Background: an optimization exercise with open tools, aiming at small area, a short achievable clock period and few clock cycles per item. Do not read the settings as production practice.
Where RTL was checked, it was by simulation tests only, not by an equivalence proof against the original.
Function not checked in run 2: the RTL went through the layout flow alone.
Power and IR drop assume default switching activity.

==> flow/design.v (outline; a module is shown in full before it is edited, if it fits) <==
// module dot8: 3086 lines
// module systolic_mm_top: 109 lines
module systolic_mm_top (
    input  logic                  clk,
    input  logic                  rst,
    input  logic                  in_valid,
    input  logic [8-1:0] in_data,
    output logic                  out_valid,
    output logic [8-1:0] out_data,
    output logic                  busy,
    output logic                  done
);
  // ...
==> flow/flow/run.sh <==
#!/bin/bash
# Standard ORFS layout, except that synthesis skips the "abc -fast" pass of
# yosys synth's fine step (synth -noabc), so extract_fa sees the adder
# logic as written instead of after an ABC remap that flips polarities and
# leaves inverters around the full-adder cells. Everything else is the standard flow's
# standard.sh and synth_recipe.tcl unchanged.
set -euo pipefail
cd "$(dirname "$0")/.."
first='proc synth {args} { yosys synth -nofsm -noshare {*}$args }'
[[ "$(head -1 synth_recipe.tcl)" == "$first" ]] || { echo "unexpected synth_recipe.tcl" >&2; exit 1; }
{ echo 'proc synth {args} { yosys synth -nofsm -noshare -noabc {*}$args }'; tail -n +2 synth_recipe.tcl; } > noabc_synth.tcl
grep -q "SYNTH_SCRIPT=$PWD/synth_recipe.tcl" standard.sh || { echo "unexpected standard.sh" >&2; exit 1; }
sed "s#SYNTH_SCRIPT=$PWD/synth_recipe.tcl#SYNTH_SCRIPT=$PWD/noabc_synth.tcl#" standard.sh > noabc_standard.sh
bash noabc_standard.sh > layout.log 2>&1
==> flow/standard.sh <==
#!/bin/bash
# synth_recipe.tcl (not shown) runs the flow's synth.tcl, then flattens the netlist and writes it again
# the make line also repeats each setting of config.mk as NAME=value (left out here)
make -C /OpenROAD-flow-scripts/flow DESIGN_CONFIG=/design/flow/config.mk WORK_HOME=/design/flow/orfs CLKGATE_MAP_FILE= SYNTH_SCRIPT=/design/flow/synth_recipe.tcl "${@:-finish}"
==> flow/config.mk <==
export PLATFORM = sky130hd
export DESIGN_NAME = systolic_mm_top
export DESIGN_NICKNAME = systolic_mm_top
export VERILOG_FILES = /design/flow/design.v
export SDC_FILE = /design/flow/constraint.sdc
export NUM_CORES = 4
export LEC_CHECK = 0
export CAP_MARGIN = 20
export CORE_MARGIN = 2
export CORE_UTILIZATION = 70
export CTS_BUF_LIST = sky130_fd_sc_hd__clkbuf_8 sky130_fd_sc_hd__clkbuf_16
export CTS_CLUSTER_DIAMETER = 50
export CTS_CLUSTER_SIZE = 20
export SETUP_SLACK_MARGIN = 3.7
export SLEW_MARGIN = 20
==> flow/constraint.sdc <==
create_clock -name core_clock -period 6.0 [get_ports {clk}]
set_input_delay 1.2000 -clock core_clock [delete_from_list [all_inputs] [get_ports {clk}]]
set_output_delay 1.2000 -clock core_clock [all_outputs]
set_load 0.01 [all_outputs]
==> key figures, run 1 <==
Status
  • Status: complete, no violations

Floorplanning
  • Core footprint: roughly 70000 µm²

Worst hold path
  • HP Start: dot8_inst.r2_s150

Synthesis
  • Cell taking the most area after synthesis: edfxtp_1
  • Mapped Area: around 50000 µm²
  • Synthesized area per cell: 19.6 µm²
  • Synth cell count leaders: edfxtp_1, fa_1, and2_1, dfxtp_1, nand2_1
  • Post-synthesis mux area share: less than 1%
  • Synth warnings: 3
  • Mapped Cells: between 2000 and 3000
  • Post-Synth Simple-Gate Area: just over 6%

Clocking
  • Clock root cell: clkbuf_16
  • Post-CTS Hold Buffers: 0
  • H-tree levels: 3
  • CTS max path bufs: 3

Timing
  • Tcrit/Tclk final: 39.1%
  • Final Max Tran Viols: 0
  • F_max: approximately 0.43 GHz
  • Final setup margin: 3.66 ns
  • Setup TNS Final: 0 ns

Route
  • Average wire per standard cell: 25.9 µm
  • DR top layer: met4
  • Total wire length: 97400 µm

Setup path
  • CP required: about 4.8 ns
  • CP top delay family: flip-flops
  • Worst r2r src: bq[259]
  • Startpoint types: register
  • Crit path to: out_valid

Power and ir drop
  • Int Pwr: approximately 15 mW
  • Sw frac: between 20% and 30%
  • Worst vdd ir: around 0.42 mV
  • Reg power frac: between 50% and 60%
  • Comb power: between 0.9 and 1 mW

Place
  • Post-DP HPWL: approximately 63000 µm
  • # port buffers: 21

Cells and area
  • Seq/total area: 68.3%
  • Non-clock buffering overhead: less than 1%
Testbench counts, summed over its fixed seeds: cycles 24,072, jobs 128.
==> run 2, diff against run 1 <==
--- a/flow/design.v
+++ b/flow/design.v
@@ -1529,480 +1529,480 @@
     logic r8_c390;
     logic r8_c400;
     logic r8_s402;
     logic r8_c392;
     logic r8_c401;
     logic r8_s403;
     logic r8_c394;
     logic r8_c402;
-    assign pp0_0_0 = a[0] & b[0];
-    assign pp0_0_1 = a[0] & b[1];
-    assign pp0_0_2 = a[0] & b[2];
-    assign pp0_0_3 = a[0] & b[3];
-    assign pp0_0_4 = a[0] & b[4];
-    assign pp0_0_5 = a[0] & b[5];
-    assign pp0_0_6 = a[0] & b[6];
-    assign pp0_0_7 = ~(a[0] & b[7]);
-    assign pp0_1_0 = a[1] & b[0];
-    assign pp0_1_1 = a[1] & b[1];
-    assign pp0_1_2 = a[1] & b[2];
-    assign pp0_1_3 = a[1] & b[3];
-    assign pp0_1_4 = a[1] & b[4];
-    assign pp0_1_5 = a[1] & b[5];
-    assign pp0_1_6 = a[1] & b[6];
-    assign pp0_1_7 = ~(a[1] & b[7]);
-    assign pp0_2_0 = a[2] & b[0];
-    assign pp0_2_1 = a[2] & b[1];
-    assign pp0_2_2 = a[2] & b[2];
-    assign pp0_2_3 = a[2] & b[3];
-    assign pp0_2_4 = a[2] & b[4];
-    assign pp0_2_5 = a[2] & b[5];
-    assign pp0_2_6 = a[2] & b[6];
-    assign pp0_2_7 = ~(a[2] & b[7]);
-    assign pp0_3_0 = a[3] & b[0];
-    assign pp0_3_1 = a[3] & b[1];
-    assign pp0_3_2 = a[3] & b[2];
-    assign pp0_3_3 = a[3] & b[3];
-    assign pp0_3_4 = a[3] & b[4];
-    assign pp0_3_5 = a[3] & b[5];
-    assign pp0_3_6 = a[3] & b[6];
-    assign pp0_3_7 = ~(a[3] & b[7]);
-    assign pp0_4_0 = a[4] & b[0];
-    assign pp0_4_1 = a[4] & b[1];
-    assign pp0_4_2 = a[4] & b[2];
-    assign pp0_4_3 = a[4] & b[3];
-    assign pp0_4_4 = a[4] & b[4];
-    assign pp0_4_5 = a[4] & b[5];
-    assign pp0_4_6 = a[4] & b[6];
-    assign pp0_4_7 = ~(a[4] & b[7]);
-    assign pp0_5_0 = a[5] & b[0];
-    assign pp0_5_1 = a[5] & b[1];
-    assign pp0_5_2 = a[5] & b[2];
-    assign pp0_5_3 = a[5] & b[3];
-    assign pp0_5_4 = a[5] & b[4];
-    assign pp0_5_5 = a[5] & b[5];
-    assign pp0_5_6 = a[5] & b[6];
-    assign pp0_6_0 = a[6] & b[0];
-    assign pp0_6_1 = a[6] & b[1];
-    assign pp0_6_2 = a[6] & b[2];
-    assign pp0_6_3 = a[6] & b[3];
-    assign pp0_6_4 = a[6] & b[4];
-    assign pp0_6_5 = a[6] & b[5];
-    assign pp0_7_0 = ~(a[7] & b[0]);
-    assign pp0_7_1 = ~(a[7] & b[1]);
-    assign pp0_7_2 = ~(a[7] & b[2]);
-    assign pp0_7_3 = ~(a[7] & b[3]);
-    assign pp0_7_4 = ~(a[7] & b[4]);
-    assign pp1_0_0 = a[8] & b[8];
-    assign pp1_0_1 = a[8] & b[9];
-    assign pp1_0_2 = a[8] & b[10];
-    assign pp1_0_3 = a[8] & b[11];
-    assign pp1_0_4 = a[8] & b[12];
-    assign pp1_0_5 = a[8] & b[13];
-    assign pp1_0_6 = a[8] & b[14];
-    assign pp1_0_7 = ~(a[8] & b[15]);
-    assign pp1_1_0 = a[9] & b[8];
-    assign pp1_1_1 = a[9] & b[9];
-    assign pp1_1_2 = a[9] & b[10];
-    assign pp1_1_3 = a[9] & b[11];
-    assign pp1_1_4 = a[9] & b[12];
-    assign pp1_1_5 = a[9] & b[13];
-    assign pp1_1_6 = a[9] & b[14];
-    assign pp1_1_7 = ~(a[9] & b[15]);
-    assign pp1_2_0 = a[10] & b[8];
-    assign pp1_2_1 = a[10] & b[9];
-    assign pp1_2_2 = a[10] & b[10];
-    assign pp1_2_3 = a[10] & b[11];
-    assign pp1_2_4 = a[10] & b[12];
-    assign pp1_2_5 = a[10] & b[13];
-    assign pp1_2_6 = a[10] & b[14];
-    assign pp1_2_7 = ~(a[10] & b[15]);
-    assign pp1_3_0 = a[11] & b[8];
-    assign pp1_3_1 = a[11] & b[9];
-    assign pp1_3_2 = a[11] & b[10];
-    assign pp1_3_3 = a[11] & b[11];
-    assign pp1_3_4 = a[11] & b[12];
-    assign pp1_3_5 = a[11] & b[13];
-    assign pp1_3_6 = a[11] & b[14];
-    assign pp1_3_7 = ~(a[11] & b[15]);
-    assign pp1_4_0 = a[12] & b[8];
-    assign pp1_4_1 = a[12] & b[9];
-    assign pp1_4_2 = a[12] & b[10];
-    assign pp1_4_3 = a[12] & b[11];
-    assign pp1_4_4 = a[12] & b[12];
-    assign pp1_4_5 = a[12] & b[13];
-    assign pp1_4_6 = a[12] & b[14];
-    assign pp1_4_7 = ~(a[12] & b[15]);
-    assign pp1_5_0 = a[13] & b[8];
-    assign pp1_5_1 = a[13] & b[9];
-    assign pp1_5_2 = a[13] & b[10];
-    assign pp1_5_3 = a[13] & b[11];
-    assign pp1_5_4 = a[13] & b[12];
-    assign pp1_5_5 = a[13] & b[13];
-    assign pp1_5_6 = a[13] & b[14];
-    assign pp1_6_0 = a[14] & b[8];
-    assign pp1_6_1 = a[14] & b[9];
-    assign pp1_6_2 = a[14] & b[10];
-    assign pp1_6_3 = a[14] & b[11];
-    assign pp1_6_4 = a[14] & b[12];
-    assign pp1_6_5 = a[14] & b[13];
-    assign pp1_7_0 = ~(a[15] & b[8]);
-    assign pp1_7_1 = ~(a[15] & b[9]);
-    assign pp1_7_2 = ~(a[15] & b[10]);
-    assign pp1_7_3 = ~(a[15] & b[11]);
-    assign pp1_7_4 = ~(a[15] & b[12]);
-    assign pp2_0_0 = a[16] & b[16];
-    assign pp2_0_1 = a[16] & b[17];
-    assign pp2_0_2 = a[16] & b[18];
-    assign pp2_0_3 = a[16] & b[19];
-    assign pp2_0_4 = a[16] & b[20];
-    assign pp2_0_5 = a[16] & b[21];
-    assign pp2_0_6 = a[16] & b[22];
-    assign pp2_0_7 = ~(a[16] & b[23]);
-    assign pp2_1_0 = a[17] & b[16];
-    assign pp2_1_1 = a[17] & b[17];
-    assign pp2_1_2 = a[17] & b[18];
-    assign pp2_1_3 = a[17] & b[19];
-    assign pp2_1_4 = a[17] & b[20];
-    assign pp2_1_5 = a[17] & b[21];
-    assign pp2_1_6 = a[17] & b[22];
-    assign pp2_1_7 = ~(a[17] & b[23]);
-    assign pp2_2_0 = a[18] & b[16];
-    assign pp2_2_1 = a[18] & b[17];
-    assign pp2_2_2 = a[18] & b[18];
-    assign pp2_2_3 = a[18] & b[19];
-    assign pp2_2_4 = a[18] & b[20];
-    assign pp2_2_5 = a[18] & b[21];
-    assign pp2_2_6 = a[18] & b[22];
-    assign pp2_2_7 = ~(a[18] & b[23]);
-    assign pp2_3_0 = a[19] & b[16];
-    assign pp2_3_1 = a[19] & b[17];
-    assign pp2_3_2 = a[19] & b[18];
-    assign pp2_3_3 = a[19] & b[19];
-    assign pp2_3_4 = a[19] & b[20];
-    assign pp2_3_5 = a[19] & b[21];
-    assign pp2_3_6 = a[19] & b[22];
-    assign pp2_3_7 = ~(a[19] & b[23]);
-    assign pp2_4_0 = a[20] & b[16];
-    assign pp2_4_1 = a[20] & b[17];
-    assign pp2_4_2 = a[20] & b[18];
-    assign pp2_4_3 = a[20] & b[19];
-    assign pp2_4_4 = a[20] & b[20];
-    assign pp2_4_5 = a[20] & b[21];
-    assign pp2_4_6 = a[20] & b[22];
-    assign pp2_4_7 = ~(a[20] & b[23]);
-    assign pp2_5_0 = a[21] & b[16];
-    assign pp2_5_1 = a[21] & b[17];
-    assign pp2_5_2 = a[21] & b[18];
-    assign pp2_5_3 = a[21] & b[19];
-    assign pp2_5_4 = a[21] & b[20];
-    assign pp2_5_5 = a[21] & b[21];
-    assign pp2_5_6 = a[21] & b[22];
-    assign pp2_6_0 = a[22] & b[16];
-    assign pp2_6_1 = a[22] & b[17];
-    assign pp2_6_2 = a[22] & b[18];
-    assign pp2_6_3 = a[22] & b[19];
-    assign pp2_6_4 = a[22] & b[20];
-    assign pp2_6_5 = a[22] & b[21];
-    assign pp2_7_0 = ~(a[23] & b[16]);
-    assign pp2_7_1 = ~(a[23] & b[17]);
-    assign pp2_7_2 = ~(a[23] & b[18]);
-    assign pp2_7_3 = ~(a[23] & b[19]);
-    assign pp2_7_4 = ~(a[23] & b[20]);
-    assign pp3_0_0 = a[24] & b[24];
-    assign pp3_0_1 = a[24] & b[25];
-    assign pp3_0_2 = a[24] & b[26];
-    assign pp3_0_3 = a[24] & b[27];
-    assign pp3_0_4 = a[24] & b[28];
-    assign pp3_0_5 = a[24] & b[29];
-    assign pp3_0_6 = a[24] & b[30];
-    assign pp3_0_7 = ~(a[24] & b[31]);
-    assign pp3_1_0 = a[25] & b[24];
-    assign pp3_1_1 = a[25] & b[25];
-    assign pp3_1_2 = a[25] & b[26];
-    assign pp3_1_3 = a[25] & b[27];
-    assign pp3_1_4 = a[25] & b[28];
-    assign pp3_1_5 = a[25] & b[29];
-    assign pp3_1_6 = a[25] & b[30];
-    assign pp3_1_7 = ~(a[25] & b[31]);
-    assign pp3_2_0 = a[26] & b[24];
-    assign pp3_2_1 = a[26] & b[25];
-    assign pp3_2_2 = a[26] & b[26];
-    assign pp3_2_3 = a[26] & b[27];
-    assign pp3_2_4 = a[26] & b[28];
-    assign pp3_2_5 = a[26] & b[29];
-    assign pp3_2_6 = a[26] & b[30];
-    assign pp3_2_7 = ~(a[26] & b[31]);
-    assign pp3_3_0 = a[27] & b[24];
-    assign pp3_3_1 = a[27] & b[25];
-    assign pp3_3_2 = a[27] & b[26];
-    assign pp3_3_3 = a[27] & b[27];
-    assign pp3_3_4 = a[27] & b[28];
-    assign pp3_3_5 = a[27] & b[29];
-    assign pp3_3_6 = a[27] & b[30];
-    assign pp3_3_7 = ~(a[27] & b[31]);
-    assign pp3_4_0 = a[28] & b[24];
-    assign pp3_4_1 = a[28] & b[25];
-    assign pp3_4_2 = a[28] & b[26];
-    assign pp3_4_3 = a[28] & b[27];
-    assign pp3_4_4 = a[28] & b[28];
-    assign pp3_4_5 = a[28] & b[29];
-    assign pp3_4_6 = a[28] & b[30];
-    assign pp3_4_7 = ~(a[28] & b[31]);
-    assign pp3_5_0 = a[29] & b[24];
-    assign pp3_5_1 = a[29] & b[25];
-    assign pp3_5_2 = a[29] & b[26];
-    assign pp3_5_3 = a[29] & b[27];
-    assign pp3_5_4 = a[29] & b[28];
-    assign pp3_5_5 = a[29] & b[29];
-    assign pp3_5_6 = a[29] & b[30];
-    assign pp3_6_0 = a[30] & b[24];
-    assign pp3_6_1 = a[30] & b[25];
-    assign pp3_6_2 = a[30] & b[26];
-    assign pp3_6_3 = a[30] & b[27];
-    assign pp3_6_4 = a[30] & b[28];
-    assign pp3_6_5 = a[30] & b[29];
-    assign pp3_7_0 = ~(a[31] & b[24]);
-    assign pp3_7_1 = ~(a[31] & b[25]);
-    assign pp3_7_2 = ~(a[31] & b[26]);
-    assign pp3_7_3 = ~(a[31] & b[27]);
-    assign pp3_7_4 = ~(a[31] & b[28]);
-    assign pp4_0_0 = a[32] & b[32];
-    assign pp4_0_1 = a[32] & b[33];
-    assign pp4_0_2 = a[32] & b[34];
-    assign pp4_0_3 = a[32] & b[35];
-    assign pp4_0_4 = a[32] & b[36];
-    assign pp4_0_5 = a[32] & b[37];
-    assign pp4_0_6 = a[32] & b[38];
-    assign pp4_0_7 = ~(a[32] & b[39]);
-    assign pp4_1_0 = a[33] & b[32];
-    assign pp4_1_1 = a[33] & b[33];
-    assign pp4_1_2 = a[33] & b[34];
-    assign pp4_1_3 = a[33] & b[35];
-    assign pp4_1_4 = a[33] & b[36];
-    assign pp4_1_5 = a[33] & b[37];
-    assign pp4_1_6 = a[33] & b[38];
-    assign pp4_1_7 = ~(a[33] & b[39]);
-    assign pp4_2_0 = a[34] & b[32];
-    assign pp4_2_1 = a[34] & b[33];
-    assign pp4_2_2 = a[34] & b[34];
-    assign pp4_2_3 = a[34] & b[35];
-    assign pp4_2_4 = a[34] & b[36];
-    assign pp4_2_5 = a[34] & b[37];
-    assign pp4_2_6 = a[34] & b[38];
-    assign pp4_2_7 = ~(a[34] & b[39]);
-    assign pp4_3_0 = a[35] & b[32];
-    assign pp4_3_1 = a[35] & b[33];
-    assign pp4_3_2 = a[35] & b[34];
-    assign pp4_3_3 = a[35] & b[35];
-    assign pp4_3_4 = a[35] & b[36];
-    assign pp4_3_5 = a[35] & b[37];
-    assign pp4_3_6 = a[35] & b[38];
-    assign pp4_3_7 = ~(a[35] & b[39]);
-    assign pp4_4_0 = a[36] & b[32];
-    assign pp4_4_1 = a[36] & b[33];
-    assign pp4_4_2 = a[36] & b[34];
-    assign pp4_4_3 = a[36] & b[35];
-    assign pp4_4_4 = a[36] & b[36];
-    assign pp4_4_5 = a[36] & b[37];
-    assign pp4_4_6 = a[36] & b[38];
-    assign pp4_4_7 = ~(a[36] & b[39]);
-    assign pp4_5_0 = a[37] & b[32];
-    assign pp4_5_1 = a[37] & b[33];
-    assign pp4_5_2 = a[37] & b[34];
-    assign pp4_5_3 = a[37] & b[35];
-    assign pp4_5_4 = a[37] & b[36];
-    assign pp4_5_5 = a[37] & b[37];
-    assign pp4_5_6 = a[37] & b[38];
-    assign pp4_6_0 = a[38] & b[32];
-    assign pp4_6_1 = a[38] & b[33];
-    assign pp4_6_2 = a[38] & b[34];
-    assign pp4_6_3 = a[38] & b[35];
-    assign pp4_6_4 = a[38] & b[36];
-    assign pp4_6_5 = a[38] & b[37];
-    assign pp4_7_0 = ~(a[39] & b[32]);
-    assign pp4_7_1 = ~(a[39] & b[33]);
-    assign pp4_7_2 = ~(a[39] & b[34]);
-    assign pp4_7_3 = ~(a[39] & b[35]);
-    assign pp4_7_4 = ~(a[39] & b[36]);
-    assign pp5_0_0 = a[40] & b[40];
-    assign pp5_0_1 = a[40] & b[41];
-    assign pp5_0_2 = a[40] & b[42];
-    assign pp5_0_3 = a[40] & b[43];
-    assign pp5_0_4 = a[40] & b[44];
-    assign pp5_0_5 = a[40] & b[45];
-    assign pp5_0_6 = a[40] & b[46];
-    assign pp5_0_7 = ~(a[40] & b[47]);
-    assign pp5_1_0 = a[41] & b[40];
-    assign pp5_1_1 = a[41] & b[41];
-    assign pp5_1_2 = a[41] & b[42];
-    assign pp5_1_3 = a[41] & b[43];
-    assign pp5_1_4 = a[41] & b[44];
-    assign pp5_1_5 = a[41] & b[45];
-    assign pp5_1_6 = a[41] & b[46];
-    assign pp5_1_7 = ~(a[41] & b[47]);
-    assign pp5_2_0 = a[42] & b[40];
-    assign pp5_2_1 = a[42] & b[41];
-    assign pp5_2_2 = a[42] & b[42];
-    assign pp5_2_3 = a[42] & b[43];
-    assign pp5_2_4 = a[42] & b[44];
-    assign pp5_2_5 = a[42] & b[45];
-    assign pp5_2_6 = a[42] & b[46];
-    assign pp5_2_7 = ~(a[42] & b[47]);
-    assign pp5_3_0 = a[43] & b[40];
-    assign pp5_3_1 = a[43] & b[41];
-    assign pp5_3_2 = a[43] & b[42];
-    assign pp5_3_3 = a[43] & b[43];
-    assign pp5_3_4 = a[43] & b[44];
-    assign pp5_3_5 = a[43] & b[45];
-    assign pp5_3_6 = a[43] & b[46];
-    assign pp5_3_7 = ~(a[43] & b[47]);
-    assign pp5_4_0 = a[44] & b[40];
-    assign pp5_4_1 = a[44] & b[41];
-    assign pp5_4_2 = a[44] & b[42];
-    assign pp5_4_3 = a[44] & b[43];
-    assign pp5_4_4 = a[44] & b[44];
-    assign pp5_4_5 = a[44] & b[45];
-    assign pp5_4_6 = a[44] & b[46];
-    assign pp5_4_7 = ~(a[44] & b[47]);
-    assign pp5_5_0 = a[45] & b[40];
-    assign pp5_5_1 = a[45] & b[41];
-    assign pp5_5_2 = a[45] & b[42];
-    assign pp5_5_3 = a[45] & b[43];
-    assign pp5_5_4 = a[45] & b[44];
-    assign pp5_5_5 = a[45] & b[45];
-    assign pp5_5_6 = a[45] & b[46];
-    assign pp5_6_0 = a[46] & b[40];
-    assign pp5_6_1 = a[46] & b[41];
-    assign pp5_6_2 = a[46] & b[42];
-    assign pp5_6_3 = a[46] & b[43];
-    assign pp5_6_4 = a[46] & b[44];
-    assign pp5_6_5 = a[46] & b[45];
-    assign pp5_7_0 = ~(a[47] & b[40]);
-    assign pp5_7_1 = ~(a[47] & b[41]);
-    assign pp5_7_2 = ~(a[47] & b[42]);
-    assign pp5_7_3 = ~(a[47] & b[43]);
-    assign pp5_7_4 = ~(a[47] & b[44]);
-    assign pp6_0_0 = a[48] & b[48];
-    assign pp6_0_1 = a[48] & b[49];
-    assign pp6_0_2 = a[48] & b[50];
-    assign pp6_0_3 = a[48] & b[51];
-    assign pp6_0_4 = a[48] & b[52];
-    assign pp6_0_5 = a[48] & b[53];
-    assign pp6_0_6 = a[48] & b[54];
-    assign pp6_0_7 = ~(a[48] & b[55]);
-    assign pp6_1_0 = a[49] & b[48];
-    assign pp6_1_1 = a[49] & b[49];
-    assign pp6_1_2 = a[49] & b[50];
-    assign pp6_1_3 = a[49] & b[51];
-    assign pp6_1_4 = a[49] & b[52];
-    assign pp6_1_5 = a[49] & b[53];
-    assign pp6_1_6 = a[49] & b[54];
-    assign pp6_1_7 = ~(a[49] & b[55]);
-    assign pp6_2_0 = a[50] & b[48];
-    assign pp6_2_1 = a[50] & b[49];
-    assign pp6_2_2 = a[50] & b[50];
-    assign pp6_2_3 = a[50] & b[51];
-    assign pp6_2_4 = a[50] & b[52];
-    assign pp6_2_5 = a[50] & b[53];
-    assign pp6_2_6 = a[50] & b[54];
-    assign pp6_2_7 = ~(a[50] & b[55]);
-    assign pp6_3_0 = a[51] & b[48];
-    assign pp6_3_1 = a[51] & b[49];
-    assign pp6_3_2 = a[51] & b[50];
-    assign pp6_3_3 = a[51] & b[51];
-    assign pp6_3_4 = a[51] & b[52];
-    assign pp6_3_5 = a[51] & b[53];
-    assign pp6_3_6 = a[51] & b[54];
-    assign pp6_3_7 = ~(a[51] & b[55]);
-    assign pp6_4_0 = a[52] & b[48];
-    assign pp6_4_1 = a[52] & b[49];
-    assign pp6_4_2 = a[52] & b[50];
-    assign pp6_4_3 = a[52] & b[51];
-    assign pp6_4_4 = a[52] & b[52];
-    assign pp6_4_5 = a[52] & b[53];
-    assign pp6_4_6 = a[52] & b[54];
-    assign pp6_4_7 = ~(a[52] & b[55]);
-    assign pp6_5_0 = a[53] & b[48];
-    assign pp6_5_1 = a[53] & b[49];
-    assign pp6_5_2 = a[53] & b[50];
-    assign pp6_5_3 = a[53] & b[51];
-    assign pp6_5_4 = a[53] & b[52];
-    assign pp6_5_5 = a[53] & b[53];
-    assign pp6_5_6 = a[53] & b[54];
-    assign pp6_6_0 = a[54] & b[48];
-    assign pp6_6_1 = a[54] & b[49];
-    assign pp6_6_2 = a[54] & b[50];
-    assign pp6_6_3 = a[54] & b[51];
-    assign pp6_6_4 = a[54] & b[52];
-    assign pp6_6_5 = a[54] & b[53];
-    assign pp6_7_0 = ~(a[55] & b[48]);
-    assign pp6_7_1 = ~(a[55] & b[49]);
-    assign pp6_7_2 = ~(a[55] & b[50]);
-    assign pp6_7_3 = ~(a[55] & b[51]);
-    assign pp6_7_4 = ~(a[55] & b[52]);
-    assign pp7_0_0 = a[56] & b[56];
-    assign pp7_0_1 = a[56] & b[57];
-    assign pp7_0_2 = a[56] & b[58];
-    assign pp7_0_3 = a[56] & b[59];
-    assign pp7_0_4 = a[56] & b[60];
-    assign pp7_0_5 = a[56] & b[61];
-    assign pp7_0_6 = a[56] & b[62];
-    assign pp7_0_7 = ~(a[56] & b[63]);
-    assign pp7_1_0 = a[57] & b[56];
-    assign pp7_1_1 = a[57] & b[57];
-    assign pp7_1_2 = a[57] & b[58];
-    assign pp7_1_3 = a[57] & b[59];
-    assign pp7_1_4 = a[57] & b[60];
-    assign pp7_1_5 = a[57] & b[61];
-    assign pp7_1_6 = a[57] & b[62];
-    assign pp7_1_7 = ~(a[57] & b[63]);
-    assign pp7_2_0 = a[58] & b[56];
-    assign pp7_2_1 = a[58] & b[57];
-    assign pp7_2_2 = a[58] & b[58];
-    assign pp7_2_3 = a[58] & b[59];
-    assign pp7_2_4 = a[58] & b[60];
-    assign pp7_2_5 = a[58] & b[61];
-    assign pp7_2_6 = a[58] & b[62];
-    assign pp7_2_7 = ~(a[58] & b[63]);
-    assign pp7_3_0 = a[59] & b[56];
-    assign pp7_3_1 = a[59] & b[57];
-    assign pp7_3_2 = a[59] & b[58];
-    assign pp7_3_3 = a[59] & b[59];
-    assign pp7_3_4 = a[59] & b[60];
-    assign pp7_3_5 = a[59] & b[61];
-    assign pp7_3_6 = a[59] & b[62];
-    assign pp7_3_7 = ~(a[59] & b[63]);
-    assign pp7_4_0 = a[60] & b[56];
-    assign pp7_4_1 = a[60] & b[57];
-    assign pp7_4_2 = a[60] & b[58];
-    assign pp7_4_3 = a[60] & b[59];
-    assign pp7_4_4 = a[60] & b[60];
-    assign pp7_4_5 = a[60] & b[61];
-    assign pp7_4_6 = a[60] & b[62];
-    assign pp7_4_7 = ~(a[60] & b[63]);
-    assign pp7_5_0 = a[61] & b[56];
-    assign pp7_5_1 = a[61] & b[57];
-    assign pp7_5_2 = a[61] & b[58];
-    assign pp7_5_3 = a[61] & b[59];
-    assign pp7_5_4 = a[61] & b[60];
-    assign pp7_5_5 = a[61] & b[61];
-    assign pp7_5_6 = a[61] & b[62];
-    assign pp7_6_0 = a[62] & b[56];
-    assign pp7_6_1 = a[62] & b[57];
-    assign pp7_6_2 = a[62] & b[58];
-    assign pp7_6_3 = a[62] & b[59];
-    assign pp7_6_4 = a[62] & b[60];
-    assign pp7_6_5 = a[62] & b[61];
-    assign pp7_7_0 = ~(a[63] & b[56]);
-    assign pp7_7_1 = ~(a[63] & b[57]);
-    assign pp7_7_2 = ~(a[63] & b[58]);
-    assign pp7_7_3 = ~(a[63] & b[59]);
-    assign pp7_7_4 = ~(a[63] & b[60]);
+    assign pp0_0_0 = ~(a[0] & b[0]);
+    assign pp0_0_1 = ~(a[0] & b[1]);
+    assign pp0_0_2 = ~(a[0] & b[2]);
+    assign pp0_0_3 = ~(a[0] & b[3]);
+    assign pp0_0_4 = ~(a[0] & b[4]);
+    assign pp0_0_5 = ~(a[0] & b[5]);
+    assign pp0_0_6 = ~(a[0] & b[6]);
+    assign pp0_0_7 = a[0] & b[7];
+    assign pp0_1_0 = ~(a[1] & b[0]);
+    assign pp0_1_1 = ~(a[1] & b[1]);
+    assign pp0_1_2 = ~(a[1] & b[2]);
+    assign pp0_1_3 = ~(a[1] & b[3]);
+    assign pp0_1_4 = ~(a[1] & b[4]);
+    assign pp0_1_5 = ~(a[1] & b[5]);
+    assign pp0_1_6 = ~(a[1] & b[6]);
+    assign pp0_1_7 = a[1] & b[7];
+    assign pp0_2_0 = ~(a[2] & b[0]);
+    assign pp0_2_1 = ~(a[2] & b[1]);
+    assign pp0_2_2 = ~(a[2] & b[2]);
+    assign pp0_2_3 = ~(a[2] & b[3]);
+    assign pp0_2_4 = ~(a[2] & b[4]);
+    assign pp0_2_5 = ~(a[2] & b[5]);
+    assign pp0_2_6 = ~(a[2] & b[6]);
+    assign pp0_2_7 = a[2] & b[7];
+    assign pp0_3_0 = ~(a[3] & b[0]);
+    assign pp0_3_1 = ~(a[3] & b[1]);
+    assign pp0_3_2 = ~(a[3] & b[2]);
+    assign pp0_3_3 = ~(a[3] & b[3]);
+    assign pp0_3_4 = ~(a[3] & b[4]);
+    assign pp0_3_5 = ~(a[3] & b[5]);
+    assign pp0_3_6 = ~(a[3] & b[6]);
+    assign pp0_3_7 = a[3] & b[7];
+    assign pp0_4_0 = ~(a[4] & b[0]);
+    assign pp0_4_1 = ~(a[4] & b[1]);
+    assign pp0_4_2 = ~(a[4] & b[2]);
+    assign pp0_4_3 = ~(a[4] & b[3]);
+    assign pp0_4_4 = ~(a[4] & b[4]);
+    assign pp0_4_5 = ~(a[4] & b[5]);
+    assign pp0_4_6 = ~(a[4] & b[6]);
+    assign pp0_4_7 = a[4] & b[7];
+    assign pp0_5_0 = ~(a[5] & b[0]);
+    assign pp0_5_1 = ~(a[5] & b[1]);
+    assign pp0_5_2 = ~(a[5] & b[2]);
+    assign pp0_5_3 = ~(a[5] & b[3]);
+    assign pp0_5_4 = ~(a[5] & b[4]);
+    assign pp0_5_5 = ~(a[5] & b[5]);
+    assign pp0_5_6 = ~(a[5] & b[6]);
+    assign pp0_6_0 = ~(a[6] & b[0]);
+    assign pp0_6_1 = ~(a[6] & b[1]);
+    assign pp0_6_2 = ~(a[6] & b[2]);
+    assign pp0_6_3 = ~(a[6] & b[3]);
+    assign pp0_6_4 = ~(a[6] & b[4]);
+    assign pp0_6_5 = ~(a[6] & b[5]);
+    assign pp0_7_0 = a[7] & b[0];
+    assign pp0_7_1 = a[7] & b[1];
+    assign pp0_7_2 = a[7] & b[2];
+    assign pp0_7_3 = a[7] & b[3];
+    assign pp0_7_4 = a[7] & b[4];
+    assign pp1_0_0 = ~(a[8] & b[8]);
+    assign pp1_0_1 = ~(a[8] & b[9]);
+    assign pp1_0_2 = ~(a[8] & b[10]);
+    assign pp1_0_3 = ~(a[8] & b[11]);
+    assign pp1_0_4 = ~(a[8] & b[12]);
+    assign pp1_0_5 = ~(a[8] & b[13]);
+    assign pp1_0_6 = ~(a[8] & b[14]);
+    assign pp1_0_7 = a[8] & b[15];
+    assign pp1_1_0 = ~(a[9] & b[8]);
+    assign pp1_1_1 = ~(a[9] & b[9]);
+    assign pp1_1_2 = ~(a[9] & b[10]);
+    assign pp1_1_3 = ~(a[9] & b[11]);
+    assign pp1_1_4 = ~(a[9] & b[12]);
+    assign pp1_1_5 = ~(a[9] & b[13]);
+    assign pp1_1_6 = ~(a[9] & b[14]);
+    assign pp1_1_7 = a[9] & b[15];
+    assign pp1_2_0 = ~(a[10] & b[8]);
+    assign pp1_2_1 = ~(a[10] & b[9]);
+    assign pp1_2_2 = ~(a[10] & b[10]);
+    assign pp1_2_3 = ~(a[10] & b[11]);
+    assign pp1_2_4 = ~(a[10] & b[12]);
+    assign pp1_2_5 = ~(a[10] & b[13]);
+    assign pp1_2_6 = ~(a[10] & b[14]);
+    assign pp1_2_7 = a[10] & b[15];
+    assign pp1_3_0 = ~(a[11] & b[8]);
+    assign pp1_3_1 = ~(a[11] & b[9]);
+    assign pp1_3_2 = ~(a[11] & b[10]);
+    assign pp1_3_3 = ~(a[11] & b[11]);
+    assign pp1_3_4 = ~(a[11] & b[12]);
+    assign pp1_3_5 = ~(a[11] & b[13]);
+    assign pp1_3_6 = ~(a[11] & b[14]);
+    assign pp1_3_7 = a[11] & b[15];
+    assign pp1_4_0 = ~(a[12] & b[8]);
+    assign pp1_4_1 = ~(a[12] & b[9]);
+    assign pp1_4_2 = ~(a[12] & b[10]);
+    assign pp1_4_3 = ~(a[12] & b[11]);
+    assign pp1_4_4 = ~(a[12] & b[12]);
+    assign pp1_4_5 = ~(a[12] & b[13]);
+    assign pp1_4_6 = ~(a[12] & b[14]);
+    assign pp1_4_7 = a[12] & b[15];
+    assign pp1_5_0 = ~(a[13] & b[8]);
+    assign pp1_5_1 = ~(a[13] & b[9]);
+    assign pp1_5_2 = ~(a[13] & b[10]);
+    assign pp1_5_3 = ~(a[13] & b[11]);
+    assign pp1_5_4 = ~(a[13] & b[12]);
+    assign pp1_5_5 = ~(a[13] & b[13]);
+    assign pp1_5_6 = ~(a[13] & b[14]);
+    assign pp1_6_0 = ~(a[14] & b[8]);
+    assign pp1_6_1 = ~(a[14] & b[9]);
+    assign pp1_6_2 = ~(a[14] & b[10]);
+    assign pp1_6_3 = ~(a[14] & b[11]);
+    assign pp1_6_4 = ~(a[14] & b[12]);
+    assign pp1_6_5 = ~(a[14] & b[13]);
+    assign pp1_7_0 = a[15] & b[8];
+    assign pp1_7_1 = a[15] & b[9];
+    assign pp1_7_2 = a[15] & b[10];
+    assign pp1_7_3 = a[15] & b[11];
+    assign pp1_7_4 = a[15] & b[12];
+    assign pp2_0_0 = ~(a[16] & b[16]);
+    assign pp2_0_1 = ~(a[16] & b[17]);
+    assign pp2_0_2 = ~(a[16] & b[18]);
+    assign pp2_0_3 = ~(a[16] & b[19]);
+    assign pp2_0_4 = ~(a[16] & b[20]);
+    assign pp2_0_5 = ~(a[16] & b[21]);
+    assign pp2_0_6 = ~(a[16] & b[22]);
+    assign pp2_0_7 = a[16] & b[23];
+    assign pp2_1_0 = ~(a[17] & b[16]);
+    assign pp2_1_1 = ~(a[17] & b[17]);
+    assign pp2_1_2 = ~(a[17] & b[18]);
+    assign pp2_1_3 = ~(a[17] & b[19]);
+    assign pp2_1_4 = ~(a[17] & b[20]);
+    assign pp2_1_5 = ~(a[17] & b[21]);
+    assign pp2_1_6 = ~(a[17] & b[22]);
+    assign pp2_1_7 = a[17] & b[23];
+    assign pp2_2_0 = ~(a[18] & b[16]);
+    assign pp2_2_1 = ~(a[18] & b[17]);
+    assign pp2_2_2 = ~(a[18] & b[18]);
+    assign pp2_2_3 = ~(a[18] & b[19]);
+    assign pp2_2_4 = ~(a[18] & b[20]);
+    assign pp2_2_5 = ~(a[18] & b[21]);
+    assign pp2_2_6 = ~(a[18] & b[22]);
+    assign pp2_2_7 = a[18] & b[23];
+    assign pp2_3_0 = ~(a[19] & b[16]);
+    assign pp2_3_1 = ~(a[19] & b[17]);
+    assign pp2_3_2 = ~(a[19] & b[18]);
+    assign pp2_3_3 = ~(a[19] & b[19]);
+    assign pp2_3_4 = ~(a[19] & b[20]);
+    assign pp2_3_5 = ~(a[19] & b[21]);
+    assign pp2_3_6 = ~(a[19] & b[22]);
+    assign pp2_3_7 = a[19] & b[23];
+    assign pp2_4_0 = ~(a[20] & b[16]);
+    assign pp2_4_1 = ~(a[20] & b[17]);
+    assign pp2_4_2 = ~(a[20] & b[18]);
+    assign pp2_4_3 = ~(a[20] & b[19]);
+    assign pp2_4_4 = ~(a[20] & b[20]);
+    assign pp2_4_5 = ~(a[20] & b[21]);
+    assign pp2_4_6 = ~(a[20] & b[22]);
+    assign pp2_4_7 = a[20] & b[23];
+    assign pp2_5_0 = ~(a[21] & b[16]);
+    assign pp2_5_1 = ~(a[21] & b[17]);
+    assign pp2_5_2 = ~(a[21] & b[18]);
+    assign pp2_5_3 = ~(a[21] & b[19]);
+    assign pp2_5_4 = ~(a[21] & b[20]);
+    assign pp2_5_5 = ~(a[21] & b[21]);
+    assign pp2_5_6 = ~(a[21] & b[22]);
+    assign pp2_6_0 = ~(a[22] & b[16]);
+    assign pp2_6_1 = ~(a[22] & b[17]);
+    assign pp2_6_2 = ~(a[22] & b[18]);
+    assign pp2_6_3 = ~(a[22] & b[19]);
+    assign pp2_6_4 = ~(a[22] & b[20]);
+    assign pp2_6_5 = ~(a[22] & b[21]);
+    assign pp2_7_0 = a[23] & b[16];
+    assign pp2_7_1 = a[23] & b[17];
+    assign pp2_7_2 = a[23] & b[18];
+    assign pp2_7_3 = a[23] & b[19];
+    assign pp2_7_4 = a[23] & b[20];
+    assign pp3_0_0 = ~(a[24] & b[24]);
+    assign pp3_0_1 = ~(a[24] & b[25]);
+    assign pp3_0_2 = ~(a[24] & b[26]);
+    assign pp3_0_3 = ~(a[24] & b[27]);
+    assign pp3_0_4 = ~(a[24] & b[28]);
+    assign pp3_0_5 = ~(a[24] & b[29]);
+    assign pp3_0_6 = ~(a[24] & b[30]);
+    assign pp3_0_7 = a[24] & b[31];
+    assign pp3_1_0 = ~(a[25] & b[24]);
+    assign pp3_1_1 = ~(a[25] & b[25]);
+    assign pp3_1_2 = ~(a[25] & b[26]);
+    assign pp3_1_3 = ~(a[25] & b[27]);
+    assign pp3_1_4 = ~(a[25] & b[28]);
+    assign pp3_1_5 = ~(a[25] & b[29]);
+    assign pp3_1_6 = ~(a[25] & b[30]);
+    assign pp3_1_7 = a[25] & b[31];
+    assign pp3_2_0 = ~(a[26] & b[24]);
+    assign pp3_2_1 = ~(a[26] & b[25]);
+    assign pp3_2_2 = ~(a[26] & b[26]);
+    assign pp3_2_3 = ~(a[26] & b[27]);
+    assign pp3_2_4 = ~(a[26] & b[28]);
+    assign pp3_2_5 = ~(a[26] & b[29]);
+    assign pp3_2_6 = ~(a[26] & b[30]);
+    assign pp3_2_7 = a[26] & b[31];
+    assign pp3_3_0 = ~(a[27] & b[24]);
+    assign pp3_3_1 = ~(a[27] & b[25]);
+    assign pp3_3_2 = ~(a[27] & b[26]);
+    assign pp3_3_3 = ~(a[27] & b[27]);
+    assign pp3_3_4 = ~(a[27] & b[28]);
+    assign pp3_3_5 = ~(a[27] & b[29]);
+    assign pp3_3_6 = ~(a[27] & b[30]);
+    assign pp3_3_7 = a[27] & b[31];
+    assign pp3_4_0 = ~(a[28] & b[24]);
+    assign pp3_4_1 = ~(a[28] & b[25]);
+    assign pp3_4_2 = ~(a[28] & b[26]);
+    assign pp3_4_3 = ~(a[28] & b[27]);
+    assign pp3_4_4 = ~(a[28] & b[28]);
+    assign pp3_4_5 = ~(a[28] & b[29]);
+    assign pp3_4_6 = ~(a[28] & b[30]);
+    assign pp3_4_7 = a[28] & b[31];
+    assign pp3_5_0 = ~(a[29] & b[24]);
+    assign pp3_5_1 = ~(a[29] & b[25]);
+    assign pp3_5_2 = ~(a[29] & b[26]);
+    assign pp3_5_3 = ~(a[29] & b[27]);
+    assign pp3_5_4 = ~(a[29] & b[28]);
+    assign pp3_5_5 = ~(a[29] & b[29]);
+    assign pp3_5_6 = ~(a[29] & b[30]);
+    assign pp3_6_0 = ~(a[30] & b[24]);
+    assign pp3_6_1 = ~(a[30] & b[25]);
+    assign pp3_6_2 = ~(a[30] & b[26]);
+    assign pp3_6_3 = ~(a[30] & b[27]);
+    assign pp3_6_4 = ~(a[30] & b[28]);
+    assign pp3_6_5 = ~(a[30] & b[29]);
+    assign pp3_7_0 = a[31] & b[24];
+    assign pp3_7_1 = a[31] & b[25];
+    assign pp3_7_2 = a[31] & b[26];
+    assign pp3_7_3 = a[31] & b[27];
+    assign pp3_7_4 = a[31] & b[28];
+    assign pp4_0_0 = ~(a[32] & b[32]);
+    assign pp4_0_1 = ~(a[32] & b[33]);
+    assign pp4_0_2 = ~(a[32] & b[34]);
+    assign pp4_0_3 = ~(a[32] & b[35]);
+    assign pp4_0_4 = ~(a[32] & b[36]);
+    assign pp4_0_5 = ~(a[32] & b[37]);
+    assign pp4_0_6 = ~(a[32] & b[38]);
+    assign pp4_0_7 = a[32] & b[39];
+    assign pp4_1_0 = ~(a[33] & b[32]);
+    assign pp4_1_1 = ~(a[33] & b[33]);
+    assign pp4_1_2 = ~(a[33] & b[34]);
+    assign pp4_1_3 = ~(a[33] & b[35]);
+    assign pp4_1_4 = ~(a[33] & b[36]);
+    assign pp4_1_5 = ~(a[33] & b[37]);
+    assign pp4_1_6 = ~(a[33] & b[38]);
+    assign pp4_1_7 = a[33] & b[39];
+    assign pp4_2_0 = ~(a[34] & b[32]);
+    assign pp4_2_1 = ~(a[34] & b[33]);
+    assign pp4_2_2 = ~(a[34] & b[34]);
+    assign pp4_2_3 = ~(a[34] & b[35]);
+    assign pp4_2_4 = ~(a[34] & b[36]);
+    assign pp4_2_5 = ~(a[34] & b[37]);
+    assign pp4_2_6 = ~(a[34] & b[38]);
+    assign pp4_2_7 = a[34] & b[39];
+    assign pp4_3_0 = ~(a[35] & b[32]);
+    assign pp4_3_1 = ~(a[35] & b[33]);
+    assign pp4_3_2 = ~(a[35] & b[34]);
+    assign pp4_3_3 = ~(a[35] & b[35]);
+    assign pp4_3_4 = ~(a[35] & b[36]);
+    assign pp4_3_5 = ~(a[35] & b[37]);
+    assign pp4_3_6 = ~(a[35] & b[38]);
+    assign pp4_3_7 = a[35] & b[39];
+    assign pp4_4_0 = ~(a[36] & b[32]);
+    assign pp4_4_1 = ~(a[36] & b[33]);
+    assign pp4_4_2 = ~(a[36] & b[34]);
+    assign pp4_4_3 = ~(a[36] & b[35]);
+    assign pp4_4_4 = ~(a[36] & b[36]);
+    assign pp4_4_5 = ~(a[36] & b[37]);
+    assign pp4_4_6 = ~(a[36] & b[38]);
+    assign pp4_4_7 = a[36] & b[39];
+    assign pp4_5_0 = ~(a[37] & b[32]);
+    assign pp4_5_1 = ~(a[37] & b[33]);
+    assign pp4_5_2 = ~(a[37] & b[34]);
+    assign pp4_5_3 = ~(a[37] & b[35]);
+    assign pp4_5_4 = ~(a[37] & b[36]);
+    assign pp4_5_5 = ~(a[37] & b[37]);
+    assign pp4_5_6 = ~(a[37] & b[38]);
+    assign pp4_6_0 = ~(a[38] & b[32]);
+    assign pp4_6_1 = ~(a[38] & b[33]);
+    assign pp4_6_2 = ~(a[38] & b[34]);
+    assign pp4_6_3 = ~(a[38] & b[35]);
+    assign pp4_6_4 = ~(a[38] & b[36]);
+    assign pp4_6_5 = ~(a[38] & b[37]);
+    assign pp4_7_0 = a[39] & b[32];
+    assign pp4_7_1 = a[39] & b[33];
+    assign pp4_7_2 = a[39] & b[34];
+    assign pp4_7_3 = a[39] & b[35];
+    assign pp4_7_4 = a[39] & b[36];
+    assign pp5_0_0 = ~(a[40] & b[40]);
+    assign pp5_0_1 = ~(a[40] & b[41]);
+    assign pp5_0_2 = ~(a[40] & b[42]);
+    assign pp5_0_3 = ~(a[40] & b[43]);
+    assign pp5_0_4 = ~(a[40] & b[44]);
+    assign pp5_0_5 = ~(a[40] & b[45]);
+    assign pp5_0_6 = ~(a[40] & b[46]);
+    assign pp5_0_7 = a[40] & b[47];
+    assign pp5_1_0 = ~(a[41] & b[40]);
+    assign pp5_1_1 = ~(a[41] & b[41]);
+    assign pp5_1_2 = ~(a[41] & b[42]);
+    assign pp5_1_3 = ~(a[41] & b[43]);
+    assign pp5_1_4 = ~(a[41] & b[44]);
+    assign pp5_1_5 = ~(a[41] & b[45]);
+    assign pp5_1_6 = ~(a[41] & b[46]);
+    assign pp5_1_7 = a[41] & b[47];
+    assign pp5_2_0 = ~(a[42] & b[40]);
+    assign pp5_2_1 = ~(a[42] & b[41]);
+    assign pp5_2_2 = ~(a[42] & b[42]);
+    assign pp5_2_3 = ~(a[42] & b[43]);
+    assign pp5_2_4 = ~(a[42] & b[44]);
+    assign pp5_2_5 = ~(a[42] & b[45]);
+    assign pp5_2_6 = ~(a[42] & b[46]);
+    assign pp5_2_7 = a[42] & b[47];
+    assign pp5_3_0 = ~(a[43] & b[40]);
+    assign pp5_3_1 = ~(a[43] & b[41]);
+    assign pp5_3_2 = ~(a[43] & b[42]);
+    assign pp5_3_3 = ~(a[43] & b[43]);
+    assign pp5_3_4 = ~(a[43] & b[44]);
+    assign pp5_3_5 = ~(a[43] & b[45]);
+    assign pp5_3_6 = ~(a[43] & b[46]);
+    assign pp5_3_7 = a[43] & b[47];
+    assign pp5_4_0 = ~(a[44] & b[40]);
+    assign pp5_4_1 = ~(a[44] & b[41]);
+    assign pp5_4_2 = ~(a[44] & b[42]);
+    assign pp5_4_3 = ~(a[44] & b[43]);
+    assign pp5_4_4 = ~(a[44] & b[44]);
+    assign pp5_4_5 = ~(a[44] & b[45]);
+    assign pp5_4_6 = ~(a[44] & b[46]);
+    assign pp5_4_7 = a[44] & b[47];
+    assign pp5_5_0 = ~(a[45] & b[40]);
+    assign pp5_5_1 = ~(a[45] & b[41]);
+    assign pp5_5_2 = ~(a[45] & b[42]);
+    assign pp5_5_3 = ~(a[45] & b[43]);
+    assign pp5_5_4 = ~(a[45] & b[44]);
+    assign pp5_5_5 = ~(a[45] & b[45]);
+    assign pp5_5_6 = ~(a[45] & b[46]);
+    assign pp5_6_0 = ~(a[46] & b[40]);
+    assign pp5_6_1 = ~(a[46] & b[41]);
+    assign pp5_6_2 = ~(a[46] & b[42]);
+    assign pp5_6_3 = ~(a[46] & b[43]);
+    assign pp5_6_4 = ~(a[46] & b[44]);
+    assign pp5_6_5 = ~(a[46] & b[45]);
+    assign pp5_7_0 = a[47] & b[40];
+    assign pp5_7_1 = a[47] & b[41];
+    assign pp5_7_2 = a[47] & b[42];
+    assign pp5_7_3 = a[47] & b[43];
+    assign pp5_7_4 = a[47] & b[44];
+    assign pp6_0_0 = ~(a[48] & b[48]);
+    assign pp6_0_1 = ~(a[48] & b[49]);
+    assign pp6_0_2 = ~(a[48] & b[50]);
+    assign pp6_0_3 = ~(a[48] & b[51]);
+    assign pp6_0_4 = ~(a[48] & b[52]);
+    assign pp6_0_5 = ~(a[48] & b[53]);
+    assign pp6_0_6 = ~(a[48] & b[54]);
+    assign pp6_0_7 = a[48] & b[55];
+    assign pp6_1_0 = ~(a[49] & b[48]);
+    assign pp6_1_1 = ~(a[49] & b[49]);
+    assign pp6_1_2 = ~(a[49] & b[50]);
+    assign pp6_1_3 = ~(a[49] & b[51]);
+    assign pp6_1_4 = ~(a[49] & b[52]);
+    assign pp6_1_5 = ~(a[49] & b[53]);
+    assign pp6_1_6 = ~(a[49] & b[54]);
+    assign pp6_1_7 = a[49] & b[55];
+    assign pp6_2_0 = ~(a[50] & b[48]);
+    assign pp6_2_1 = ~(a[50] & b[49]);
+    assign pp6_2_2 = ~(a[50] & b[50]);
+    assign pp6_2_3 = ~(a[50] & b[51]);
+    assign pp6_2_4 = ~(a[50] & b[52]);
+    assign pp6_2_5 = ~(a[50] & b[53]);
+    assign pp6_2_6 = ~(a[50] & b[54]);
+    assign pp6_2_7 = a[50] & b[55];
+    assign pp6_3_0 = ~(a[51] & b[48]);
+    assign pp6_3_1 = ~(a[51] & b[49]);
+    assign pp6_3_2 = ~(a[51] & b[50]);
+    assign pp6_3_3 = ~(a[51] & b[51]);
+    assign pp6_3_4 = ~(a[51] & b[52]);
+    assign pp6_3_5 = ~(a[51] & b[53]);
+    assign pp6_3_6 = ~(a[51] & b[54]);
+    assign pp6_3_7 = a[51] & b[55];
+    assign pp6_4_0 = ~(a[52] & b[48]);
+    assign pp6_4_1 = ~(a[52] & b[49]);
+    assign pp6_4_2 = ~(a[52] & b[50]);
+    assign pp6_4_3 = ~(a[52] & b[51]);
+    assign pp6_4_4 = ~(a[52] & b[52]);
+    assign pp6_4_5 = ~(a[52] & b[53]);
+    assign pp6_4_6 = ~(a[52] & b[54]);
+    assign pp6_4_7 = a[52] & b[55];
+    assign pp6_5_0 = ~(a[53] & b[48]);
+    assign pp6_5_1 = ~(a[53] & b[49]);
+    assign pp6_5_2 = ~(a[53] & b[50]);
+    assign pp6_5_3 = ~(a[53] & b[51]);
+    assign pp6_5_4 = ~(a[53] & b[52]);
+    assign pp6_5_5 = ~(a[53] & b[53]);
+    assign pp6_5_6 = ~(a[53] & b[54]);
+    assign pp6_6_0 = ~(a[54] & b[48]);
+    assign pp6_6_1 = ~(a[54] & b[49]);
+    assign pp6_6_2 = ~(a[54] & b[50]);
+    assign pp6_6_3 = ~(a[54] & b[51]);
+    assign pp6_6_4 = ~(a[54] & b[52]);
+    assign pp6_6_5 = ~(a[54] & b[53]);
+    assign pp6_7_0 = a[55] & b[48];
+    assign pp6_7_1 = a[55] & b[49];
+    assign pp6_7_2 = a[55] & b[50];
+    assign pp6_7_3 = a[55] & b[51];
+    assign pp6_7_4 = a[55] & b[52];
+    assign pp7_0_0 = ~(a[56] & b[56]);
+    assign pp7_0_1 = ~(a[56] & b[57]);
+    assign pp7_0_2 = ~(a[56] & b[58]);
+    assign pp7_0_3 = ~(a[56] & b[59]);
+    assign pp7_0_4 = ~(a[56] & b[60]);
+    assign pp7_0_5 = ~(a[56] & b[61]);
+    assign pp7_0_6 = ~(a[56] & b[62]);
+    assign pp7_0_7 = a[56] & b[63];
+    assign pp7_1_0 = ~(a[57] & b[56]);
+    assign pp7_1_1 = ~(a[57] & b[57]);
+    assign pp7_1_2 = ~(a[57] & b[58]);
+    assign pp7_1_3 = ~(a[57] & b[59]);
+    assign pp7_1_4 = ~(a[57] & b[60]);
+    assign pp7_1_5 = ~(a[57] & b[61]);
+    assign pp7_1_6 = ~(a[57] & b[62]);
+    assign pp7_1_7 = a[57] & b[63];
+    assign pp7_2_0 = ~(a[58] & b[56]);
+    assign pp7_2_1 = ~(a[58] & b[57]);
+    assign pp7_2_2 = ~(a[58] & b[58]);
+    assign pp7_2_3 = ~(a[58] & b[59]);
+    assign pp7_2_4 = ~(a[58] & b[60]);
+    assign pp7_2_5 = ~(a[58] & b[61]);
+    assign pp7_2_6 = ~(a[58] & b[62]);
+    assign pp7_2_7 = a[58] & b[63];
+    assign pp7_3_0 = ~(a[59] & b[56]);
+    assign pp7_3_1 = ~(a[59] & b[57]);
+    assign pp7_3_2 = ~(a[59] & b[58]);
+    assign pp7_3_3 = ~(a[59] & b[59]);
+    assign pp7_3_4 = ~(a[59] & b[60]);
+    assign pp7_3_5 = ~(a[59] & b[61]);
+    assign pp7_3_6 = ~(a[59] & b[62]);
+    assign pp7_3_7 = a[59] & b[63];
+    assign pp7_4_0 = ~(a[60] & b[56]);
+    assign pp7_4_1 = ~(a[60] & b[57]);
+    assign pp7_4_2 = ~(a[60] & b[58]);
+    assign pp7_4_3 = ~(a[60] & b[59]);
+    assign pp7_4_4 = ~(a[60] & b[60]);
+    assign pp7_4_5 = ~(a[60] & b[61]);
+    assign pp7_4_6 = ~(a[60] & b[62]);
+    assign pp7_4_7 = a[60] & b[63];
+    assign pp7_5_0 = ~(a[61] & b[56]);
+    assign pp7_5_1 = ~(a[61] & b[57]);
+    assign pp7_5_2 = ~(a[61] & b[58]);
+    assign pp7_5_3 = ~(a[61] & b[59]);
+    assign pp7_5_4 = ~(a[61] & b[60]);
+    assign pp7_5_5 = ~(a[61] & b[61]);
+    assign pp7_5_6 = ~(a[61] & b[62]);
+    assign pp7_6_0 = ~(a[62] & b[56]);
+    assign pp7_6_1 = ~(a[62] & b[57]);
+    assign pp7_6_2 = ~(a[62] & b[58]);
+    assign pp7_6_3 = ~(a[62] & b[59]);
+    assign pp7_6_4 = ~(a[62] & b[60]);
+    assign pp7_6_5 = ~(a[62] & b[61]);
+    assign pp7_7_0 = a[63] & b[56];
+    assign pp7_7_1 = a[63] & b[57];
+    assign pp7_7_2 = a[63] & b[58];
+    assign pp7_7_3 = a[63] & b[59];
+    assign pp7_7_4 = a[63] & b[60];
     assign s0 = pp0_0_0 ^ pp1_0_0 ^ pp2_0_0;
     assign c0 = (pp0_0_0 & pp1_0_0) | (pp0_0_0 & pp2_0_0) | (pp1_0_0 & pp2_0_0);
     assign s1 = pp3_0_0 ^ pp4_0_0 ^ pp5_0_0;
     assign c1 = (pp3_0_0 & pp4_0_0) | (pp3_0_0 & pp5_0_0) | (pp4_0_0 & pp5_0_0);
     assign s2 = pp0_0_1 ^ pp0_1_0 ^ pp1_0_1;
     assign c2 = (pp0_0_1 & pp0_1_0) | (pp0_0_1 & pp1_0_1) | (pp0_1_0 & pp1_0_1);
     assign s3 = pp1_1_0 ^ pp2_0_1 ^ pp2_1_0;
     assign c3 = (pp1_1_0 & pp2_0_1) | (pp1_1_0 & pp2_1_0) | (pp2_0_1 & pp2_1_0);
@@ -2708,41 +2708,41 @@
     assign c367 = (s340 & s341) | (s340 & s342) | (s341 & s342);
     assign s368 = s343 ^ s344 ^ c334;
     assign c368 = (s343 & s344) | (s343 & c334) | (s344 & c334);
     assign s369 = c335 ^ c336 ^ c337;
     assign c369 = (c335 & c336) | (c335 & c337) | (c336 & c337);
     assign s370 = s345 ^ s346 ^ s347;
     assign s371 = s348 ^ c301 ^ c302;
     assign s372 = c340 ^ c341 ^ c342;
-    assign s373 = r5_s357 ^ r5_s358;
-    assign c373 = r5_s357 & r5_s358;
+    assign s373 = ~(r5_s357 ^ r5_s358);
+    assign c373 = r5_s357 | r5_s358;
     assign s374 = r5_s360 ^ r5_s361 ^ r5_s362;
     assign c374 = (r5_s360 & r5_s361) | (r5_s360 & r5_s362) | (r5_s361 & r5_s362);
-    assign s375 = r5_c326 ^ r5_c327;
-    assign c375 = r5_c326 & r5_c327;
+    assign s375 = ~(r5_c326 ^ r5_c327);
+    assign c375 = r5_c326 | r5_c327;
     assign s376 = r5_s363 ^ r5_s364 ^ r5_s365;
     assign c376 = (r5_s363 & r5_s364) | (r5_s363 & r5_s365) | (r5_s364 & r5_s365);
-    assign s377 = r5_s366 ^ r5_c360;
-    assign c377 = r5_s366 & r5_c360;
+    assign s377 = ~(r5_s366 ^ r5_c360);
+    assign c377 = r5_s366 | r5_c360;
     assign s378 = r5_s367 ^ r5_s368 ^ r5_s369;
     assign c378 = (r5_s367 & r5_s368) | (r5_s367 & r5_s369) | (r5_s368 & r5_s369);
     assign s379 = r5_c338 ^ r5_c339 ^ r5_c363;
     assign c379 = (r5_c338 & r5_c339) | (r5_c338 & r5_c363) | (r5_c339 & r5_c363);
-    assign s380 = r5_c364 ^ r5_c365;
-    assign c380 = r5_c364 & r5_c365;
+    assign s380 = ~(r5_c364 ^ r5_c365);
+    assign c380 = r5_c364 | r5_c365;
     assign s381 = r5_s370 ^ r5_s371 ^ r5_s372;
     assign s382 = r5_c343 ^ r5_c344 ^ r5_c367;
-    assign s383 = r5_c368 ^ r5_c369;
+    assign s383 = ~(r5_c368 ^ r5_c369);
     assign s384 = r5_s353 ^ r5_s354 ^ r5_c314;
     assign c384 = (r5_s353 & r5_s354) | (r5_s353 & r5_c314) | (r5_s354 & r5_c314);
     assign s385 = r5_s355 ^ r5_s356 ^ r5_c317;
     assign c385 = (r5_s355 & r5_s356) | (r5_s355 & r5_c317) | (r5_s356 & r5_c317);
-    assign s386 = r5_c318 ^ r5_c353;
-    assign c386 = r5_c318 & r5_c353;
+    assign s386 = ~(r5_c318 ^ r5_c353);
+    assign c386 = r5_c318 | r5_c353;
     assign s387 = s373 ^ r5_s359 ^ r5_c321;
     assign c387 = (s373 & r5_s359) | (s373 & r5_c321) | (r5_s359 & r5_c321);
     assign s388 = r5_c322 ^ r5_c355 ^ r5_c356;
     assign c388 = (r5_c322 & r5_c355) | (r5_c322 & r5_c356) | (r5_c355 & r5_c356);
     assign s389 = s374 ^ s375 ^ r5_c357;
     assign c389 = (s374 & s375) | (s374 & r5_c357) | (s375 & r5_c357);
     assign s390 = r5_c358 ^ r5_c359 ^ c373;
     assign c390 = (r5_c358 & r5_c359) | (r5_c358 & c373) | (r5_c359 & c373);
@@ -2751,18 +2751,18 @@
     assign s392 = r5_c362 ^ c374 ^ c375;
     assign c392 = (r5_c362 & c374) | (r5_c362 & c375) | (c374 & c375);
     assign s393 = s378 ^ s379 ^ s380;
     assign c393 = (s378 & s379) | (s378 & s380) | (s379 & s380);
     assign s394 = r5_c366 ^ c376 ^ c377;
     assign c394 = (r5_c366 & c376) | (r5_c366 & c377) | (c376 & c377);
     assign s395 = s381 ^ s382 ^ s383;
     assign s396 = c378 ^ c379 ^ c380;
-    assign s397 = s384 ^ r5_c315;
-    assign c397 = s384 & r5_c315;
+    assign s397 = ~(s384 ^ r5_c315);
+    assign c397 = s384 | r5_c315;
     assign s398 = s385 ^ s386 ^ r5_c354;
     assign c398 = (s385 & s386) | (s385 & r5_c354) | (s386 & r5_c354);
     assign s399 = s387 ^ s388 ^ c385;
     assign c399 = (s387 & s388) | (s387 & c385) | (s388 & c385);
     assign s400 = s389 ^ s390 ^ c387;
     assign c400 = (s389 & s390) | (s389 & c387) | (s390 & c387);
     assign s401 = s391 ^ s392 ^ c389;
     assign c401 = (s391 & s392) | (s391 & c389) | (s392 & c389);
@@ -3058,21 +3058,21 @@
         r8_c401 <= c401;
         r8_s403 <= s403;
         r8_c394 <= c394;
         r8_c402 <= c402;
     end
     logic [11:0] fr0;
     assign fr0 = {r8_s403, r8_s402, r8_s401, r8_s400, r8_s399, r8_s398, r8_s397, r8_r5_s351, r8_r5_s350, r8_r5_s349, r8_r5_s309, r8_r5_r2_s150};
     logic [11:0] fr1;
-    assign fr1 = {r8_c394, r8_c392, r8_c390, r8_c388, r8_c386, r8_c384, r8_r5_c351, r8_r5_s352, r8_r5_c349, 1'b0, 1'b0, r8_r5_r2_pp7_0_0};
+    assign fr1 = {r8_c394, r8_c392, r8_c390, r8_c388, r8_c386, r8_c384, r8_r5_c351, r8_r5_s352, r8_r5_c349, 1'b1, 1'b1, r8_r5_r2_pp7_0_0};
     logic [11:0] fr2;
-    assign fr2 = {r8_c402, r8_c401, r8_c400, r8_c399, r8_c398, r8_c397, r8_r5_c352, r8_r5_c350, 1'b0, 1'b0, 1'b0, 1'b0};
+    assign fr2 = {r8_c402, r8_c401, r8_c400, r8_c399, r8_c398, r8_c397, r8_r5_c352, r8_r5_c350, 1'b1, 1'b1, 1'b1, 1'b1};
     logic [11:0] fs;
-    assign fs = fr0 + fr1 + fr2;
+    assign fs = ~(fr0 + fr1 + fr2 + 12'd2);
     always_ff @(posedge clk) res <= {~fs[11], fs[10:4]};
     logic [2:0] vp;
     logic [2:0] lp;
     always_ff @(posedge clk or negedge rst) begin
         if (!rst) begin
             vp <= '0;
             lp <= '0;
         end else begin
==> flow/config.mk (replaced) <==
export PLATFORM = sky130hd
export DESIGN_NAME = systolic_mm_top
export DESIGN_NICKNAME = systolic_mm_top
export VERILOG_FILES = /design/flow/design.v
export SDC_FILE = /design/flow/constraint.sdc
export NUM_CORES = 4
export LEC_CHECK = 0
export CAP_MARGIN = 20
export CORE_MARGIN = 2
export CORE_UTILIZATION = 70
export CTS_CLUSTER_DIAMETER = 60
export CTS_CLUSTER_SIZE = 34
export SETUP_SLACK_MARGIN = 3.7
export SLEW_MARGIN = 20
==> key figures, run 2 <==
Status
  • Status: complete, no violations

Cells and area
  • NumNets Final: roughly 3300
  • Synthesis-to-finish area growth: 9.32%
  • Most frequent cells in the layout: edfxtp_1, and2_1, fa_1
  • Design Area, Final: between 50000 and 60000 µm²

Timing
  • Final Hold Vio Count: 0
  • F_max: 0.390 GHz (-8.6%)
  • Tcrit/Tclk final: 42.8% (+3.7 points)
  • Setup TNS Final: 0 ns (unchanged)
  • Post-layout minimum cycle time: ~2.6 ns
  • Final Max Tran Viols: 0 (unchanged)
  • Final setup viols: 0

Synthesis
  • Top cell type's share of synthesized area: between 50% and 60%
  • Synth cell count leaders: edfxtp_1, and2_1, fa_1, inv_1, dfxtp_1
  • Mapped Area: 51500 µm² (+2.0%)
  • Mapped Cells: 2803 (+9.2%)
  • Synth cell types: 48
  • Synthesized area per cell: 18.4 µm² (-6.5%)
  • Synthesized flop and latch total: approximately 1400
  • Cell taking the most area after synthesis: edfxtp_1
  • Synth top area cells: edfxtp_1, fa_1, dfxtp_1
  • Synth warnings: 3 (unchanged)

Clocking
  • H-tree levels: 3 (unchanged)
  • CTS max path bufs: 3 (unchanged)
  • Clock latency at the later pin of the worst-skew pair: approximately 0.66 ns
  • Clock root cell: clkbuf_16
  • Reg clk slew, reported paths: 0.11 ns
  • Post-CTS Hold Buffers: 0 (unchanged)
  • Sinks on Clock Net: 1382

Setup path
  • Crit-path max FO: 3
  • Slowest-stage cell, CP: fa_2
  • CP Capture Type: register
  • CP required: 6.57 ns (+1.77 ns)
  • CP top delay family: adder cells
  • Startpoint types: register

Floorplanning
  • Num rows: around 100
  • Core footprint: 72800 µm² (+2.1%)

Route
  • Average wire per standard cell: 25.3 µm (-2.2%)
  • Violation count after the first detailed-route iteration: between 1500 and 2000
  • Total wire length: 99900 µm (+2.6%)
  • Remaining antenna violation count: 0
  • Iteration count of the initial detailed-routing pass: 5

Place
  • # port buffers: 21 (unchanged)
  • Post-DP Area: ~53000 µm²
  • Post-DP HPWL: 66200 µm (+5.6%)

Global routing
  • Vias in the first global route: between 20000 and 25000
  • Grt total ovfl: 0
  • GRT Total Usage: 27.7%

Power and ir drop
  • Worst vdd ir: 0.789 mV (+90%)
[run 2: cell count changes after synthesis, moves of 3 or more]
cell / before / now
ha_1: 18 / 28
nand3_1: 6 / 12
nand2_1: 146 / 116
xor2_1: 17 / 22
nand2b_1: 3 / 0
and2_1: 358 / 374
o21ai_0: 13 / 19
xnor2_1: 75 / 71
inv_1: 91 / 324
o21ai_1: 8 / 1
[run 2: layer usage]
layer / global-route usage [%] / share of wire (%)
met1: 38.5 / 41
met2: 46.2 / 51
met3: 3.85 / 4.8
met4: 9.67 / 3.5
met5: 0 / 0
[run 2: area by class of cell]
type                    instances  area (µm²)  share of cell area (%)
well taps                     959        1200                    2.13
clock inverters                52         916                    1.63
diodes                          5        12.5                  0.0222
inverters                     324        1220                    2.16
flip-flops and latches       1382       38200                    67.8
repair buffers                 50         468                   0.832
clock buffers                  84        1970                    3.51
multi-input cells            1089       12300                    21.9
[run 2: worst paths after layout]
path                                        end                  from  cells past startpoint
min in group asynchronous                 lh[3]                   rst                      1
max in group asynchronous                   ben                   rst                      1
min                        dot8_inst.r8_r5_s352     dot8_inst.r5_s352                      0
min reg2reg                dot8_inst.r8_r5_s352     dot8_inst.r5_s352                      0
max                            dot8_inst.res[5]  dot8_inst.r8_r5_s352                     10
max reg2reg                    dot8_inst.res[5]  dot8_inst.r8_r5_s352                     10
[run 2: report_power, final]
part           total [mW]  internal, mW  switching (mW)
clock                6.24          2.80            3.44
combinational        1.82         0.896           0.925
sequential           10.4          10.3           0.109
total                18.5          14.0            4.47
[run 2: logic make-up after synthesis]
kind of cell	synth area share, %
muxes	0.331
AOI/OAI and AO/OA	0.613
xor gates and xnor gates	1.58
DFF	74.1
buffers and inverters	2.44
and+or+nand+nor	5.93
adders and majority gates	15.0
[run 2: worst register-to-register path, delay by kind of cell (launching register included)]
| kind | cells | cell delay (ns) |
|---|---|---|
| fa+ha+maj | 3 | 1.01 |
| xor+xnor | 1 | 0.21 |
| flops | 1 | 0.34 |
| compound gates | 4 | 0.86 |
| buf+inv | 2 | 0.07 |
[run 2: repair_timing]
item | in CTS | in global routing
resized for setup | 74 | 20
buffers inserted | 8 | 4
setup endpoints to repair | 41 | 25
pin swaps | 12 | 7
[run 2: metrics by stage]
| stage | std cells | hold WS (ns) | worst slack [ns] |
|---|---|---|---|
| CTS | 3936 | 0.337 | 3.55 |
| global route | 3940 | 0.346 | 3.37 |
| detailed placement | 3792 | 0.312 | 2.77 |
| global placement | 3792 | 0.314 | 2.79 |
| floorplan | 2803 | 0.310 | 1.41 |
| finish | 3945 | 0.335 | 3.43 |

[static timing again, ports no longer ideal]
In the flow no input, the clock included, has a driving cell. The finished layouts below were timed again as built, in two steps.
Step 1, drivers: a clkbuf_16 drives clk and a buf_2 each remaining input, both assumed.
Step 2 also shifts input and output timing later by t, the mid clock arrival at the registers, as if the neighbouring blocks saw the same clock.
Three values: ideal, step 1, step 2; two values: the first two.
run	shift t [ns]	setup WS [ns]	slew at the worst register clock pin (ns)	worst slew at a driven data input, ns
run 1	0.738	3.655 / 3.591 / 3.069	0.08 / 0.08	0.04
run 2	0.714	3.434 / 3.434 / 3.103	0.12 / 0.12	0.04
After both steps setup and hold are still met in every run listed. For run 1, which loses most, drivers alone change the setup slack by -0.064 ns; drivers and shift together by -0.586 ns.
